What follows belongs to an exercise in optimizing a design on an open flow for small area; a production flow would make more cautious choices.
Only simulation tests tie the RTL to the original design; equivalence was not proved.

## flow/design.v (module list and top-level ports; edited modules follow where they fit)
// module guided_stats_top: 2353 lines
module guided_stats_top
(
	input  logic        clk,
	input  logic        rst_n,
	input  logic        in_valid,
	input  logic [7:0]  pix_i,
	input  logic [7:0]  pix_p,
	input  logic [7:0]  old_i,
	input  logic [7:0]  old_p,
	output logic        out_valid,
	output logic [11:0] sum_i,
	output logic [11:0] sum_p,
	output logic [41:0] var_num,
	output logic [41:0] cov_num
);
  // ...
==> flow/run.sh <==
#!/bin/bash
# synth_recipe.tcl (not shown) runs the flow's synth.tcl, then flattens the netlist and writes it again
# the make line also repeats each setting of config.mk as NAME=value (left out here)
make -C /OpenROAD-flow-scripts/flow DESIGN_CONFIG=/design/flow/config.mk WORK_HOME=/design/flow/orfs CLKGATE_MAP_FILE= SYNTH_SCRIPT=/design/flow/synth_recipe.tcl finish
==> flow/config.mk <==
export PLATFORM = sky130hd
export DESIGN_NAME = guided_stats_top
export DESIGN_NICKNAME = guided_stats_top
export VERILOG_FILES = /design/flow/design.v
export SDC_FILE = /design/flow/constraint.sdc
export NUM_CORES = 4
export LEC_CHECK = 0
export CAP_MARGIN = 20
export CORE_MARGIN = 2
export CORE_UTILIZATION = 40
export CTS_BUF_LIST = sky130_fd_sc_hd__clkbuf_4
export SLEW_MARGIN = 20
==> flow/constraint.sdc <==
create_clock -name core_clock -period 10.0 [get_ports {clk}]
set_input_delay 2.0000 -clock core_clock [delete_from_list [all_inputs] [get_ports {clk}]]
set_output_delay 2.0000 -clock core_clock [all_outputs]
set_load 0.01 [all_outputs]
==> flow_summary.yaml, run 1 <==
final_layout:
  num-clock-buffers: 208
  fin_cells: 4838
  seq_cells: 583
  multi_input_area_share_pct: 43.3
  layout.filler_cells: 9037
  clock_cell_area_share_pct: 4.37
  multi_input_cells: 1749
  num-nets-final: 4147
  final_design_area_no_fill_mm2: 0.0438
worst_setup_path:
  path_buf_inv: 2
  slowest_delay_ns: 0.52
  crit_path_end: "var_num[20]"
sta:
  worst-slew-pin-transition_ns: 1.03
  final-max-slew-violation-count: 0
  layout_setup_ws_ns: -0.239
  setup-violations-final: 2
global_route:
  grt_use_met2_pct: 26.0
  number_of_global_route_vias_before_repair: 23800
  grt_start_max_net_pins: 183
  global_route.usage.total_pct: 16.3
  initial_antenna_violation_count: 2
logic_synthesis:
  synth_simple_gate_area_share_pct: 9.74
  library_cell_occupying_the_most_area_in_the_post_synthesis_netlist: "sky130_fd_sc_hd__edfxtp_1"
detailed_routing:
  detail_route.drc_violations: 0
  detail_route.wirelength.met1_mm: 36.3
cts:
  cts_resized: 31
outcome:
  layout.failed_checks: "setup timing"
  run_status: "complete, but fails checks"
==> run 2, diff against run 1 <==
--- a/flow/config.mk
+++ b/flow/config.mk
@@ -8,5 +8,5 @@
 export CAP_MARGIN = 20
 export CORE_MARGIN = 2
 export CORE_UTILIZATION = 40
-export CTS_BUF_LIST = sky130_fd_sc_hd__clkbuf_4
+export CTS_BUF_LIST = sky130_fd_sc_hd__clkbuf_8
 export SLEW_MARGIN = 20
==> run 2 against run 1 <==
Effect of this change:
- wire length shrank 0.29%
- fmax grew 2.2%
- sequential share of layout area grew 0.061 points
- global-route usage decreased by 0.22 points
- critical path type unchanged
- largest cell class unchanged
- clock-buffer cell count decreased by 108
- clock skew shrank 0.023 ns
- synthesized cell count unchanged
- the layout still fails its checks (setup timing)
- register-to-register slack gained 0.06 ns
==> flow_summary.yaml, run 2 <==
outcome:
  run_status: "complete, but fails checks"
  layout.failed_checks: "setup timing"
sta:
  peak_clock_frequency_supported_by_timing_mhz: 99.9
  worst_skew_ns: 0.0399
  final_hold_viol_count: 0
  worst-slew-pin-transition_ns: 1.05
  min_period_ns: 10.01
  hold-worst-slack_ns: 0.350
  setup-violations-final: 1
  layout_setup_ws_ns: -0.0145
  final_min_period_over_clock_period_pct: 100
  timing.max_slew.rel_slack_pct: 30.3
  final-max-slew-violation-count: 0
  rsz_0062_raised_after_global_routing: "true"
global_route:
  grt_first_pass_wirelength_mm: 126
  number_of_global_route_vias_before_repair: 23300
  global_route.usage.total_pct: 16.1
  grt_start_max_net_pins: 183
  initial_antenna_violation_count: 2
  sum_of_overflow_across_all_layers_after_global_routing: 0
placement:
  dpl.hpwl_mm: 55.8
  count_of_input_and_output_buffers: 105
  gp_congestion: 0.843
  placed_cells_incl_taps: 4566
floorplan:
  design.die.area_mm2: 0.101
  row_cnt: 114
  initial_utilization_pct: 40.5
  core_area_mm2: 0.0970
  floorplan.die.height_um: 317
  die-width_um: 317
  ios: 144
logic_synthesis:
  synth_top_family_by_area: "adder cells"
  synth_simple_gate_area_share_pct: 9.74
  library_cell_occupying_the_most_area_in_the_post_synthesis_netlist: "sky130_fd_sc_hd__edfxtp_1"
  synth_warnings: 3
  post_synth.cell_area_avg_um2: 12.2
  seq_area_frac_synth_pct: 42.9
  synth_edf_count: 510
  synth_compound_area_share_pct: 3.85
  post-synth-top-count-cell: "sky130_fd_sc_hd__inv_1"
  async_flop_share_pct: 1.72
  synth_xor_area_share_pct: 2.83
  synthesis.area_mm2: 0.0393
  synth_largest_type_area_fraction_pct: 39.0
  synthAdderAreaFrac_pct: 31.4
  yosys-top-cells-area: "sky130_fd_sc_hd__edfxtp_1, sky130_fd_sc_hd__fa_1, sky130_fd_sc_hd__inv_1"
  postSynth.topFlopCell: "sky130_fd_sc_hd__edfxtp_1"
  synth_cells: 3229
  synth_mux_area_share_pct: 0.105
  synth.distinct_cells: 70
  yosys-top-cells-count: "sky130_fd_sc_hd__inv_1, sky130_fd_sc_hd__fa_1, sky130_fd_sc_hd__edfxtp_1, sky130_fd_sc_hd__and2_1, sky130_fd_sc_hd__nand2_1"
  synth-seq-cells: 583
min_path:
  min_path_cells: 0
  worstHoldPathType: "reg -> reg"
  hold_path_end: "out_valid"
  hp-start: "win_q"
worst_setup_path:
  worst-r2r-setup-slack_ns: 1.71
  crit_required_ns: 8.00
  depth_of_the_worst_register_to_register_path: 30
  critical_register_to_register_path_endpoint: "w_ip[19]"
  startpoint_of_the_lowest_slack_register_to_register_path: "lb_i[0][2]"
  start_kind: "flop"
  worst-endpoint-arrival_ns: 8.01
  cp_max_fo: 4
  launching_instance_or_port_of_the_critical_path: "w_i[3]"
  timing_worst_setup_path_type: "reg -> out"
  critical_path.endpoint_type: "primary output"
cts:
  cts_hold_repair.buffers: 0
  clock_tree.root_cell: "sky130_fd_sc_hd__clkbuf_8"
  cts_htree_levels: 3
  cts_tree: "done"
  clock_path_buffers: 3
  numClockSinks: 583
  cts_made_buffers: 97
  worstSkewPairLatency_ns: 0.72
  worst_path_clk_slew_ns: 0.06
detailed_routing:
  postRouteAntennaNets: 0
  detail_route.drc_violations: 0
  detail_route.vias_per_cell: 4.58
  detailedRoute.firstIterationViolations: 1116
  drt-wirelength-per-cell_um: 16.4
  routed_wl_mm: 77.8
  routed-via-count: 21800
  drt_pre_antenna_iters: 5
final_layout:
  num-nets-final: 4087
  most-common-layout-cells: "sky130_fd_sc_hd__inv_1, sky130_fd_sc_hd__fa_1, sky130_fd_sc_hd__edfxtp_1, sky130_fd_sc_hd__and2_1, sky130_fd_sc_hd__nand2_1"
  fin_cells: 4749
  layout.filler_cells: 9000
  reg.largest.list: "lb_i (200), lb_p (200)"
  mostFrequentLayoutCell: "sky130_fd_sc_hd__inv_1"
  area.growth.synth_to_final_pct: 11.4
  utilization_pct: 45.1
  post_route_cells_drive_above_1_share_pct: 6.51
job:
  max_cap_violations: 0
## run 2: cells by family after synthesis
family | count (synthesis)
AND/OR/NAND/NOR | 722
multiplexers | 4
adder cells (fa/ha/maj) | 661
buffers and inverters | 918
AO/OA/AOI/OAI | 213
flip-flops | 583
other | 1
XOR/XNOR | 127
## run 2: repair_timing
| action | in CTS | in global routing |
|---|---|---|
| endpoints found under the hold margin | 0 | 0 |
| buffers inserted | 0 | 3 |
| gates cloned | 0 | 0 |
| endpoints found under the setup margin | 4 | 3 |
| pin swaps | 5 | 2 |
| gates resized for setup | 30 | 5 |
## run 2: per-stage QoR
stage               instance area, µm²  setup TNS [ns]  worst slack (ns)
floorplan                        39300               0             0.124
global placement                 41800          -0.453            -0.375
detailed placement               41800          -0.506            -0.419
CTS                              43700         -0.0957           -0.0957
global route                     43800          -0.309            -0.309
finish                           43800         -0.0145           -0.0145
## run 2: critical path: stages (launching register included)
cell and delay, ns:
sky130_fd_sc_hd__dfxtp_4 0.36, sky130_fd_sc_hd__and2_4 0.14, sky130_fd_sc_hd__fa_1 0.47, sky130_fd_sc_hd__fa_1 0.51, sky130_fd_sc_hd__inv_2 0.04, sky130_fd_sc_hd__fa_2 0.35
sky130_fd_sc_hd__fa_2 0.35, sky130_fd_sc_hd__fa_2 0.36, sky130_fd_sc_hd__fa_2 0.39, sky130_fd_sc_hd__fa_2 0.35, sky130_fd_sc_hd__fa_2 0.36, sky130_fd_sc_hd__fa_2 0.37
sky130_fd_sc_hd__fa_2 0.35, sky130_fd_sc_hd__fa_2 0.35, sky130_fd_sc_hd__fa_2 0.35, sky130_fd_sc_hd__fa_2 0.35, sky130_fd_sc_hd__fa_2 0.37, sky130_fd_sc_hd__fa_2 0.35
sky130_fd_sc_hd__fa_2 0.36, sky130_fd_sc_hd__xor2_2 0.15, sky130_fd_sc_hd__xnor2_1 0.17, sky130_fd_sc_hd__xnor2_1 0.16, sky130_fd_sc_hd__xnor2_1 0.15, sky130_fd_sc_hd__buf_2 0.16
## run 2: worst max-delay path by stage
stage	slack, ns	to	cells past startpoint
6_report	-0.01	var_num[20]	23
2_1_floorplan	0.12	var_num[20]	24
3_5_place_dp	-0.42	var_num[20]	24
3_3_place_gp	-0.37	var_num[20]	23
4_1_cts	-0.1	var_num[20]	23
5_1_grt	-0.31	var_num[20]	23
## run 2: area by class of cell
| class | count | area [µm²] | area share (%) |
|---|---|---|---|
| clock buffer | 100 | 1380 | 3.15 |
| clock inverter | 78 | 494 | 1.13 |
| inverter | 803 | 3010 | 6.89 |
| multi-input combinational | 1749 | 19000 | 43.3 |
| sequential | 583 | 16800 | 38.5 |
| timing repair buffer | 157 | 1470 | 3.35 |
| antenna | 3 | 7.51 | 0.0172 |
| tap | 1276 | 1600 | 3.65 |
## run 2: metal layers
layer	GRT usage [%]	up-vias	part of all wire [%]
li1	-	10200	-
met1	22.7	11000	47
met2	26.0	437	46
met3	2.33	113	4.5
met4	4.64	0	2.0
met5	0	-	0
==> run 3, diff against run 2 <==
--- a/flow/config.mk
+++ b/flow/config.mk
@@ -8,5 +8,4 @@
 export CAP_MARGIN = 20
 export CORE_MARGIN = 2
 export CORE_UTILIZATION = 40
-export CTS_BUF_LIST = sky130_fd_sc_hd__clkbuf_8
 export SLEW_MARGIN = 20
==> run 3 against run 2 <==
Effect of this change:
- the run now finishes clean
- critical path depth rose by 1
- wire length shrank 0.94%
- largest cell class unchanged
- critical endpoint unchanged
- critical path type unchanged
==> flow_summary.yaml, run 3 <==
outcome:
  run_status: "finished clean"
worst_setup_path:
  crit_required_ns: 8.00
  path_buf_inv: 3
  critical_path.slowest_cell: "sky130_fd_sc_hd__fa_1"
  launching_instance_or_port_of_the_critical_path: "w_ii[1]"
  critical_path.cell_chain: "inv_1 > ha_1 > fa_1 > inv_1 > fa_1 > fa_2 > fa_2 > fa_2 > fa_2 > fa_2 > fa_2 > fa_2 > fa_2 > fa_2 > fa_2 > fa_2 > fa_2 > fa_2 > fa_2 > xor2_2 > xnor2_1 > xnor2_1 > xnor2_1 > buf_2"
  critical_path.endpoint_type: "primary output"
  worst-endpoint-arrival_ns: 7.92
  cp_max_fo: 2
  startpoint_of_the_lowest_slack_register_to_register_path: "lb_i[0][2]"
  start_kind: "flop"
  timing.critical_path.max_delay_family: "adder cells"
  slowest_delay_ns: 0.47
  path_common_cell: "sky130_fd_sc_hd__fa_2"
  timing_worst_setup_path_type: "reg -> out"
logic_synthesis:
  synth_largest_type_area_fraction_pct: 39.0
  seq_area_frac_synth_pct: 42.9
  synth_cells: 3229
  synth_warnings: 3
  synth_edf_count: 510
  yosys-top-cells-count: "sky130_fd_sc_hd__inv_1, sky130_fd_sc_hd__fa_1, sky130_fd_sc_hd__edfxtp_1, sky130_fd_sc_hd__and2_1, sky130_fd_sc_hd__nand2_1"
  async_flop_share_pct: 1.72
  synthesis.area_mm2: 0.0393
  yosys-top-cells-area: "sky130_fd_sc_hd__edfxtp_1, sky130_fd_sc_hd__fa_1, sky130_fd_sc_hd__inv_1"
  synth-seq-cells: 583
  postSynth.topFlopCell: "sky130_fd_sc_hd__edfxtp_1"
  post_synth.cell_area_avg_um2: 12.2
  library_cell_occupying_the_most_area_in_the_post_synthesis_netlist: "sky130_fd_sc_hd__edfxtp_1"
  post-synth-top-count-cell: "sky130_fd_sc_hd__inv_1"
  synth.distinct_cells: 70
sta:
  final_hold_viol_count: 0
  final_min_period_over_clock_period_pct: 99.2
  peak_clock_frequency_supported_by_timing_mhz: 101
  worst_skew_ns: 0.0391
  min_period_ns: 9.92
  layout_setup_ws_ns: 0.0753
  setup-violations-final: 0
  rsz_0062_raised_after_global_routing: "true"
  final-max-slew-violation-count: 0
  timing.max_slew.rel_slack_pct: 31.3
  totalNegativeSetupSlack_ns: 0
  worst-slew-pin-transition_ns: 1.03
cts:
  worst_path_clk_slew_ns: 0.06
  cts_made_buffers: 61
  numClockSinks: 583
  cts_htree_levels: 2
  worstSkewPairLatency_ns: 0.65
  clock_tree.root_cell: "sky130_fd_sc_hd__clkbuf_16"
  cts_tree: "done"
  cts_hold_repair.buffers: 0
  clock_path_buffers: 3
  cts_setup_buffers: 0
global_route:
  number_of_global_route_vias_before_repair: 22900
  grt_start_max_net_pins: 183
  grt_first_pass_wirelength_mm: 125
  sum_of_overflow_across_all_layers_after_global_routing: 0
  initial_antenna_violation_count: 1
  global_route.usage.total_pct: 15.9
final_layout:
  reg.largest.list: "lb_i (200), lb_p (200)"
  layout.filler_cells: 8938
  utilization_pct: 45.2
  ff_latch_area_mm2: 0.0168
  mostFrequentLayoutCell: "sky130_fd_sc_hd__inv_1"
  multiInputGateArea_mm2: 0.0190
  post_route_cells_drive_above_1_share_pct: 5.64
  area.growth.synth_to_final_pct: 11.7
  num-nets-final: 4049
  most-common-layout-cells: "sky130_fd_sc_hd__inv_1, sky130_fd_sc_hd__fa_1, sky130_fd_sc_hd__edfxtp_1, sky130_fd_sc_hd__and2_1, sky130_fd_sc_hd__nand2_1"
placement:
  gp_congestion: 0.843
  dpl.hpwl_mm: 55.8
  worst_setup_slack_post_dpl_ns: -0.419
  count_of_input_and_output_buffers: 105
floorplan:
  row_cnt: 114
  die-width_um: 317
  design.die.area_mm2: 0.101
  floorplan.die.height_um: 317
  ios: 144
  core_area_mm2: 0.0970
  initial_utilization_pct: 40.5
detailed_routing:
  detail_route.drc_violations: 0
  routed_wl_mm: 77.1
  detail_route.vias_per_cell: 4.61
  detailedRoute.firstIterationViolations: 1109
  drt-wirelength-per-cell_um: 16.5
  drt_pre_antenna_iters: 6
  postRouteAntennaNets: 0
  routed-via-count: 21600
job:
  max_cap_violations: 0
min_path:
  hp-start: "win_q"
  worstHoldPathType: "reg -> reg"
run 3: cell types whose count changed in the layout (fill, tap and decap cells not counted), moves of 2 or more:
cell / delta
sky130_fd_sc_hd__diode_2: -2
sky130_fd_sc_hd__inv_16: -2
sky130_fd_sc_hd__dfxtp_2: -2
sky130_fd_sc_hd__clkbuf_16: +61
sky130_fd_sc_hd__clkinv_1: -6
sky130_fd_sc_hd__clkbuf_1: +13
sky130_fd_sc_hd__clkinv_16: +3
sky130_fd_sc_hd__inv_12: -3
sky130_fd_sc_hd__inv_1: -42
sky130_fd_sc_hd__clkbuf_8: -96
sky130_fd_sc_hd__clkinvlp_4: +2
run 3: final timing paths:
check	end	slack, ns	cells after the start
setup / recovery	var_num[20]	0.08	24
hold / removal	out_valid	0.35	0
setup reg to reg	w_ip[19]	1.66	29
hold reg to reg	out_valid	0.35	0
max in group asynchronous	row[0]	8.00	1
min in group asynchronous	col[2]	1.69	1
run 3: through the flow:
stage / instances / hold slack (ns) / instance area, µm²
after floorplan: 3250 / 0.331 / 39300
after global placement: 4566 / 0.334 / 41800
after detailed placement: 4566 / 0.337 / 41800
after CTS: 4679 / 0.351 / 43800
after global routing: 4679 / 0.358 / 43900
final: 4680 / 0.348 / 43900
run 3: cells by family (layout without fill, tap and decap cells):
logic type,count (synthesis),count (layout),synth area share (%)
and+or+nand+nor,722,722,9.74
DFF,583,583,42.9
AOI/OAI and AO/OA,213,213,3.85
buffers and inverters,918,1071,9.22
xor gates and xnor gates,127,127,2.83
muxes,4,4,0.105
other,1,23,0.00955
adders and majority gates,661,661,31.4
run 3: what timing repair did:
action,in CTS,in global routing
resized for setup,22,12
setup endpoints to repair,3,3
pin swaps,3,2
run 3: area by class of cell:
cell class / count / share of cell area, %
multi-input cells: 1749 / 43.2
flip-flops and latches: 583 / 38.4
inverters: 803 / 6.87
clock buffers: 78 / 3.72
well taps: 1276 / 3.64
repair buffers: 155 / 3.30
clock inverters: 35 / 0.887
diodes: 1 / 0.00570
run 3: layer usage:
metal  GRT usage [%]  vias to the layer above  wire (µm)
li1                -                    10100          -
met1            22.8                    10900      36600
met2            25.9                      422      35700
met3            2.04                       97       3300
met4            3.65                        0       1490
met5               0                        -          0
==> run 4, diff against run 3 <==
==> flow/flow/run.sh (new file) <==
#!/bin/bash
# Own layout flow: the standard flow, except that synthesis runs Yosys's synth without its
# early ABC pass (-noabc), so the explicit full-adder trees of the RTL reach extract_fa intact,
# and the ports are buffered with buf_1 cells.
set -euo pipefail
work=$(pwd)
sed 's/yosys synth -nofsm -noshare/yosys synth -nofsm -noshare -noabc/' synth_recipe.tcl > "$work/flow_synth.tcl"
grep -q -- '-noabc' "$work/flow_synth.tcl"
bash standard.sh SYNTH_SCRIPT="$work/flow_synth.tcl" synth > "$work/synth.log" 2>&1
bash standard.sh BUFFER_PORTS_ARGS="-buffer_cell sky130_fd_sc_hd__buf_1" > "$work/layout.log" 2>&1
==> flow/standard.sh (new file) <==
#!/bin/bash
# synth_recipe.tcl (not shown) runs the flow's synth.tcl, then flattens the netlist and writes it again
# the make line also repeats each setting of config.mk as NAME=value (left out here)
make -C /OpenROAD-flow-scripts/flow DESIGN_CONFIG=/design/flow/config.mk WORK_HOME=/design/flow/orfs CLKGATE_MAP_FILE= SYNTH_SCRIPT=/design/flow/synth_recipe.tcl "${@:-finish}"
removed: flow/run.sh
==> run 4 against run 3 <==
Effect of this change:
- clock skew decreased by 0.022 ns
- register-to-register slack got worse by 0.10 ns
- hold slack better by 0.0019 ns
- global-route usage rose by 0.46 points
- critical path depth decreased by 1
- core utilization down 0.43 points
- critical path type unchanged
==> flow_summary.yaml, run 4 <==
outcome:
  run_status: "finished clean"
placement:
  gp_congestion: 0.856
  dpl.hpwl_mm: 55.0
  worst_setup_slack_post_dpl_ns: -0.159
  count_of_input_and_output_buffers: 105
  postPlaceCellArea_mm2: 0.0391
logic_synthesis:
  synthesis.area_mm2: 0.0373
  synth_cells: 2604
  synth_edf_count: 510
  synth-seq-cells: 583
  library_cell_occupying_the_most_area_in_the_post_synthesis_netlist: "sky130_fd_sc_hd__edfxtp_1"
  synth_largest_type_area_fraction_pct: 41.1
  yosys-top-cells-count: "sky130_fd_sc_hd__fa_1, sky130_fd_sc_hd__edfxtp_1, sky130_fd_sc_hd__and2_1, sky130_fd_sc_hd__inv_1, sky130_fd_sc_hd__ha_1"
  async_flop_share_pct: 1.72
  yosys-top-cells-area: "sky130_fd_sc_hd__edfxtp_1, sky130_fd_sc_hd__fa_1, sky130_fd_sc_hd__and2_1"
  synth.distinct_cells: 69
  seq_area_frac_synth_pct: 45.2
  post_synth.cell_area_avg_um2: 14.3
  synth_warnings: 3
  postSynth.topFlopCell: "sky130_fd_sc_hd__edfxtp_1"
  post-synth-top-count-cell: "sky130_fd_sc_hd__fa_1"
detailed_routing:
  drt_pre_antenna_iters: 5
  detailedRoute.firstIterationViolations: 1170
  drt-wirelength-per-cell_um: 18.7
  routed-via-count: 19600
  postRouteAntennaNets: 0
  detail_route.drc_violations: 0
  routed_wl_mm: 75.5
  detail_route.vias_per_cell: 4.87
worst_setup_path:
  worst-r2r-setup-slack_ns: 1.56
  critical_path.cell_chain: "and2_4 > fa_1 > inv_1 > fa_1 > fa_2 > fa_2 > fa_2 > fa_2 > fa_2 > fa_2 > fa_2 > fa_2 > fa_2 > fa_2 > fa_2 > fa_2 > fa_2 > fa_2 > xor2_1 > xnor2_1 > xnor2_1 > xnor2_1 > buf_2"
  critical_path.slowest_cell: "sky130_fd_sc_hd__fa_1"
  start_kind: "flop"
  crit_required_ns: 8.00
  critical_register_to_register_path_endpoint: "w_ip[16]"
  worst-endpoint-arrival_ns: 7.85
  startpoint_of_the_lowest_slack_register_to_register_path: "lb_i[24][1]"
  path_common_cell: "sky130_fd_sc_hd__fa_2"
  cp_max_fo: 2
  depth_of_the_worst_register_to_register_path: 23
  timing_worst_setup_path_type: "reg -> out"
  slowest_delay_ns: 0.53
  critical_path.endpoint_type: "primary output"
  timing.critical_path.max_delay_family: "adder cells"
  path_buf_inv: 2
sta:
  setup-violations-final: 0
  layout_setup_ws_ns: 0.155
  min_period_ns: 9.85
  peak_clock_frequency_supported_by_timing_mhz: 102
  final_hold_viol_count: 0
  worst-slew-pin-transition_ns: 1.04
  worst_skew_ns: 0.0170
  final_min_period_over_clock_period_pct: 98.5
  timing.max_slew.rel_slack_pct: 30.5
  totalNegativeSetupSlack_ns: 0
  rsz_0062_raised_after_global_routing: "true"
  final-max-slew-violation-count: 0
final_layout:
  reg.largest.list: "lb_i (200), lb_p (200)"
  area.growth.synth_to_final_pct: 10.6
  post_route_cells_drive_above_1_share_pct: 6.97
  mostFrequentLayoutCell: "sky130_fd_sc_hd__fa_1"
  final_design_area_no_fill_mm2: 0.0412
  most-common-layout-cells: "sky130_fd_sc_hd__fa_1, sky130_fd_sc_hd__edfxtp_1, sky130_fd_sc_hd__and2_1, sky130_fd_sc_hd__inv_1, sky130_fd_sc_hd__ha_1"
  layout.filler_cells: 8164
  num-nets-final: 3432
  ff_latch_area_mm2: 0.0168
  multiInputGateArea_mm2: 0.0191
min_path:
  worstHoldPathType: "reg -> reg"
  min_path_cells: 0
  hp-start: "win_q"
  hold_path_end: "out_valid"
global_route:
  sum_of_overflow_across_all_layers_after_global_routing: 0
  grt_start_max_net_pins: 146
  initial_antenna_violation_count: 2
  grt_first_pass_wirelength_mm: 122
  number_of_global_route_vias_before_repair: 21900
  global_route.usage.total_pct: 16.4
cts:
  worst_path_clk_slew_ns: 0.06
  cts_tree: "done"
  worstSkewPairLatency_ns: 0.63
  cts_htree_levels: 2
  clock_path_buffers: 3
  numClockSinks: 583
  clock_tree.root_cell: "sky130_fd_sc_hd__clkbuf_16"
  cts_setup_buffers: 0
  cts_made_buffers: 60
floorplan:
  die-width_um: 309
  floorplan.die.height_um: 309
  row_cnt: 111
  design.die.area_mm2: 0.0956
  core_area_mm2: 0.0919
  ios: 144
  initial_utilization_pct: 40.5
job:
  max_cap_violations: 0
[run 4: area by class of cell]
class / count / share of cell area [%]
multi-input cells: 1697 / 46.3
flip-flops and latches: 583 / 40.9
inverters: 236 / 2.15
diodes: 3 / 0.0182
well taps: 1243 / 3.78
clock buffers: 72 / 3.91
repair buffers: 154 / 1.89
clock inverters: 40 / 1.07
[run 4: timing repair]
| item | CTS | global route |
|---|---|---|
| cloned | 0 | 0 |
| hold buffers | 0 | 0 |
| pin swaps | 16 | 3 |
| hold endpoints to repair | 0 | 0 |
| endpoints found under the setup margin | 3 | 1 |
| gates resized for setup | 11 | 4 |
[run 4: worst max-delay path by stage]
stage,from,end,cells past startpoint
after floorplan,w_i[5],var_num[20],23
after global placement,w_i[5],var_num[20],23
after detailed placement,w_i[5],var_num[20],23
after CTS,w_i[5],var_num[20],23
after global routing,w_ii[0],var_num[20],23
final,w_ii[0],var_num[20],23
[run 4: cell families (layout without fill, tap and decap cells)]
kind of cell / count (synthesis) / count (layout) / share of synthesized area [%]
adders and majority gates: 665 / 665 / 33.2
buffers and inverters: 345 / 502 / 3.94
and+or+nand+nor: 672 / 672 / 10.6
muxes: 3 / 3 / 0.0873
other: 1 / 25 / 0.0101
AOI/OAI and AO/OA: 212 / 212 / 4.03
xor gates and xnor gates: 123 / 123 / 2.89
DFF: 583 / 583 / 45.2
[run 4: routing by layer]
| metal | vias to the layer above | part of all wire (%) | GRT usage (%) | routed length (µm) |
|---|---|---|---|---|
| li1 | 8816 | - | - | - |
| met1 | 10100 | 45 | 22.8 | 34100 |
| met2 | 497 | 47 | 26.7 | 35600 |
| met3 | 150 | 4.9 | 2.45 | 3730 |
| met4 | 0 | 2.8 | 4.94 | 2110 |
| met5 | - | 0 | 0 | 0 |
[run 4: metrics by stage]
stage               utilization [%]  hold WS, ns  instances
floorplan                         -        0.331       2625
global placement               42.5        0.335       3913
detailed placement             42.5        0.340       3913
CTS                            44.8        0.353       4025
global route                   44.8        0.366       4025
finish                         44.8        0.350       4028

## re-timing with driven ports
The results above use ideal ports. As a check the final layouts listed here were re-extracted and re-timed, cells and wires unchanged.
Step 1 (the two cells are an assumption about what drives the block):
set clk [get_ports {clk}]
set_driving_cell -lib_cell sky130_fd_sc_hd__clkbuf_16 $clk
set_driving_cell -lib_cell sky130_fd_sc_hd__buf_2 [delete_from_list [all_inputs] $clk]
Step 2 times the ports against the registers' clock, not the clock port: input delays grow and output delays shrink by t, the midpoint of the rising clock arrivals with the driver on.
Slacks: ideal / step 1 / step 2; pairs: ideal / step 1.
run | t, ns | slack for setup (ns) | slew at the worst register clock pin (ns) | worst data-port slew with drivers (ns) | cell pins on the clock port's net
run 1 | 1.002 | -0.239 / -0.294 / 0.708 | 0.07 / 0.07 | 0.05 | 1
run 2 | 0.760 | -0.015 / -0.071 / 0.689 | 0.07 / 0.07 | 0.05 | 1
run 3 | 0.696 | 0.075 / 0.013 / 0.709 | 0.06 / 0.06 | 0.05 | 1
run 4 | 0.680 | 0.155 / 0.092 / 0.773 | 0.07 / 0.07 | 0.05 | 1
